From an optimization exercise on the open Yosys and OpenROAD flow, aimed at small area; shortcuts taken in it are not production practice.
In this exercise RTL edits were held to simulation tests only and were not proved equivalent to the original.
Power is estimated from default activity; no workload was simulated.

==> job 6289 <==
## battery_boost_power_sequencer_core
module battery_boost_power_sequencer_core (
   input  logic                                clock,
   input  logic                                reset,
   input  logic                                req_valid,
   output logic                                req_stall,
   input  logic [41:0]                         req_data,
   output logic                                rsp_valid,
   input  logic                                rsp_stall,
   output logic [15:0]                         rsp_data,
   input  logic                                psel,
   input  logic                                penable,
   input  logic                                pwrite,
   input  logic [bbps_pkg::CSR_ADDR_W-1:0]     paddr,
   input  logic [bbps_pkg::CSR_DATA_W-1:0]     pwdata,
   output logic [bbps_pkg::CSR_DATA_W-1:0]     prdata,
   output logic                                pready
);
export LEC_CHECK = 0
export ABC_AREA = 1
export CAP_MARGIN = 20
export CORE_MARGIN = 2
export CORE_UTILIZATION = 40
export SLEW_MARGIN = 20
create_clock -name core_clock -period 12.0 [get_ports {clock}]
standard.sh (not shown) runs the stock make flow with config.mk's settings and CLKGATE_MAP_FILE= SYNTH_SCRIPT=/design/flow/synth_recipe.tcl, a recipe that flattens the netlist after the stock synthesis.
==> flow/flow/run.sh <==
#!/bin/bash
# Standard layout (the standard.sh, standard synthesis unchanged) with two changes:
# port buffers are buf_1 cells, and clock tree synthesis adds no dummy loads.
set -euo pipefail
export BUFFER_PORTS_ARGS="-buffer_cell sky130_fd_sc_hd__buf_1"
export CTS_ARGS="-sink_clustering_enable -repair_clock_nets -dont_use_dummy_load -buf_list sky130_fd_sc_hd__clkbuf_8"
bash standard.sh finish > standard_make.log 2>&1
==> inputs of job 5945, as changes to job 6289 <==
==> flow/flow/run.sh (replaced) <==
#!/bin/bash
# Layout flow: the standard synthesis (standard.sh synth, unchanged), then the
# combinational logic between the registers is mapped again by ABC for area (registers,
# full/half adder cells and tie cells are kept as they are, by name and cell type), then
# the rest of the standard layout with buf_1 port buffers and no CTS dummy loads.
set -euo pipefail
HERE=$(pwd)
LIB=$FLOW_HOME/platforms/sky130hd/lib/sky130_fd_sc_hd__tt_025C_1v80.lib
YOSYS=$FLOW_HOME/../tools/install/yosys/bin/yosys
command -v yosys >/dev/null 2>&1 && YOSYS=$(command -v yosys)
RES=$HERE/orfs/results/sky130hd/battery_boost_power_sequencer_core/base

export BUFFER_PORTS_ARGS="-buffer_cell sky130_fd_sc_hd__buf_1"
export CTS_ARGS="-sink_clustering_enable -repair_clock_nets -dont_use_dummy_load -buf_list sky130_fd_sc_hd__clkbuf_8"

bash standard.sh synth > $HERE/flow_synth.log 2>&1

cp $RES/1_2_yosys.v $HERE/standard_1_2_yosys.v
cat > $HERE/resynth.ys <<EOY
read_liberty -ignore_miss_func -ignore_miss_dir $LIB
read_verilog $HERE/standard_1_2_yosys.v
hierarchy -check -top $FLOW_TOP
blackbox sky130_fd_sc_hd__dfxtp_1 sky130_fd_sc_hd__edfxtp_1 sky130_fd_sc_hd__conb_1 sky130_fd_sc_hd__fa_1 sky130_fd_sc_hd__ha_1
flatten
rename -hide w:*
opt -purge
read_liberty -lib -overwrite $LIB
abc -script $HERE/flow/resynth.abc -liberty $LIB -dont_use sky130_fd_sc_hd__lpflow_bleeder_1 -dont_use sky130_fd_sc_hd__lpflow_clkbufkapwr_1 -dont_use sky130_fd_sc_hd__lpflow_clkbufkapwr_16 -dont_use sky130_fd_sc_hd__lpflow_clkbufkapwr_2 -dont_use sky130_fd_sc_hd__lpflow_clkbufkapwr_4 -dont_use sky130_fd_sc_hd__lpflow_clkbufkapwr_8 -dont_use sky130_fd_sc_hd__lpflow_clkinvkapwr_1 -dont_use sky130_fd_sc_hd__lpflow_clkinvkapwr_16 -dont_use sky130_fd_sc_hd__lpflow_clkinvkapwr_2 -dont_use sky130_fd_sc_hd__lpflow_clkinvkapwr_4 -dont_use sky130_fd_sc_hd__lpflow_clkinvkapwr_8 -dont_use sky130_fd_sc_hd__lpflow_decapkapwr_12 -dont_use sky130_fd_sc_hd__lpflow_decapkapwr_3 -dont_use sky130_fd_sc_hd__lpflow_decapkapwr_4 -dont_use sky130_fd_sc_hd__lpflow_decapkapwr_6 -dont_use sky130_fd_sc_hd__lpflow_decapkapwr_8 -dont_use sky130_fd_sc_hd__lpflow_inputiso0n_1 -dont_use sky130_fd_sc_hd__lpflow_inputiso0p_1 -dont_use sky130_fd_sc_hd__lpflow_inputiso1n_1 -dont_use sky130_fd_sc_hd__lpflow_inputiso1p_1 -dont_use sky130_fd_sc_hd__lpflow_inputisolatch_1 -dont_use sky130_fd_sc_hd__lpflow_isobufsrc_1 -dont_use sky130_fd_sc_hd__lpflow_isobufsrc_16 -dont_use sky130_fd_sc_hd__lpflow_isobufsrc_2 -dont_use sky130_fd_sc_hd__lpflow_isobufsrc_4 -dont_use sky130_fd_sc_hd__lpflow_isobufsrc_8 -dont_use sky130_fd_sc_hd__lpflow_isobufsrckapwr_16 -dont_use sky130_fd_sc_hd__lpflow_lsbuf_lh_hl_isowell_tap_1 -dont_use sky130_fd_sc_hd__lpflow_lsbuf_lh_hl_isowell_tap_2 -dont_use sky130_fd_sc_hd__lpflow_lsbuf_lh_hl_isowell_tap_4 -dont_use sky130_fd_sc_hd__lpflow_lsbuf_lh_isowell_4 -dont_use sky130_fd_sc_hd__lpflow_lsbuf_lh_isowell_tap_1 -dont_use sky130_fd_sc_hd__lpflow_lsbuf_lh_isowell_tap_2 -dont_use sky130_fd_sc_hd__lpflow_lsbuf_lh_isowell_tap_4 -dont_use sky130_fd_sc_hd__probe_p_8 -dont_use sky130_fd_sc_hd__probec_p_8  -D 12000
splitnets
opt_clean -purge
hilomap -singleton -hicell sky130_fd_sc_hd__conb_1 HI -locell sky130_fd_sc_hd__conb_1 LO
insbuf -buf sky130_fd_sc_hd__buf_4 A X
check -assert -mapped
tee -o $HERE/resynth_stat.txt stat -liberty $LIB
write_verilog -noattr -nohex -nodec $HERE/resynth_1_2_yosys.v
EOY
$YOSYS -s $HERE/resynth.ys > $HERE/resynth_yosys.log 2>&1
cp $HERE/resynth_1_2_yosys.v $RES/1_2_yosys.v

bash standard.sh do-1_synth > $HERE/flow_synth_odb.log 2>&1
bash standard.sh finish > $HERE/flow_finish.log 2>&1
==> flow/flow/resynth.abc (new file) <==
strash
balance
rewrite
refactor
balance
rewrite
rewrite -z
balance
refactor -z
rewrite -z
balance
dch -f
amap -F 20 -A 30 -C 5000
==> summary.txt <==
Total number of vias: job 6289 8096; job 5945 7626
Register fraction of the total cell area: job 6289 41.5%; job 5945 43.7%
Wire length reported by the detailed router: job 6289 26300 um; job 5945 24800 um
Share of total power in the clock network: job 6289 19.5%; job 5945 19.9%
Power per unit of standard cell area: job 6289 149 nW/um2; job 5945 153 nW/um2
Non-clk buf share: job 6289 5.27%; job 5945 5.93%
Clk Latency, worst-skew pair: job 6289 460 ps; job 5945 470 ps
M1 WL: job 6289 12600 um; job 5945 11800 um
Final-layout worst hold slack: job 6289 463 ps; job 5945 456 ps
Non-clock buffers: job 6289 141; job 5945 149
Layout overhead on the synthesized area: job 6289 10.1%; job 5945 13.7%
FF-to-FF setup slack: job 6289 3070 ps; job 5945 2800 ps
Critical R2R Capture: job 6289 in_q_ff[8]; job 5945 u_seq.stepup_start_n_ff[29]
DR iter-0 viols: job 6289 634; job 5945 743
Status: job 6289 timing/DRC/antenna clean; job 5945 timing/DRC/antenna clean
Number of tap cells added at floorplan: job 6289 335; job 5945 319
Critical path's largest stage delay: job 6289 500 ps; job 5945 510 ps
Placed inst area: job 6289 11200 um2; job 5945 10600 um2
Max Clock Freq: job 6289 0.105 GHz; job 5945 0.101 GHz
Row count: job 6289 59; job 5945 56
Share of total power consumed by net switching: job 6289 34.2%; job 5945 33.8%
Final worst clock skew: job 6289 43.2 ps; job 5945 42.5 ps

[re-timing with driven ports]
How much do the figures lean on ideal ports? The routed layouts below were timed once more, with nothing changed but the port constraints.
Step 1 assumes that a clkbuf_16 drives the clock port and a buf_2 every other input.
Step 2 adds t to the input delays and takes it off the output delays; t is the mean of the earliest and latest rising clock arrival at the registers after step 1. Input paths then give back, and output paths get back, about the clock's delay inside the block.
Three values: no drivers, after step 1, after step 2; two values: the first two.
| run | shift t [ns] | setup slack, ns | latest minus earliest clock arrival (ns) |
|---|---|---|---|
| job 6289 | 0.485 | 2.493 / 2.515 / 2.030 | 0.043 / 0.044 |
| job 5945 | 0.495 | 2.115 / 2.134 / 1.638 | 0.043 / 0.043 |
After both steps setup and hold are still met in every run listed. The setup slack of job 5945, which loses most, moves by +0.019 ns with the drivers and by -0.477 ns with both steps.
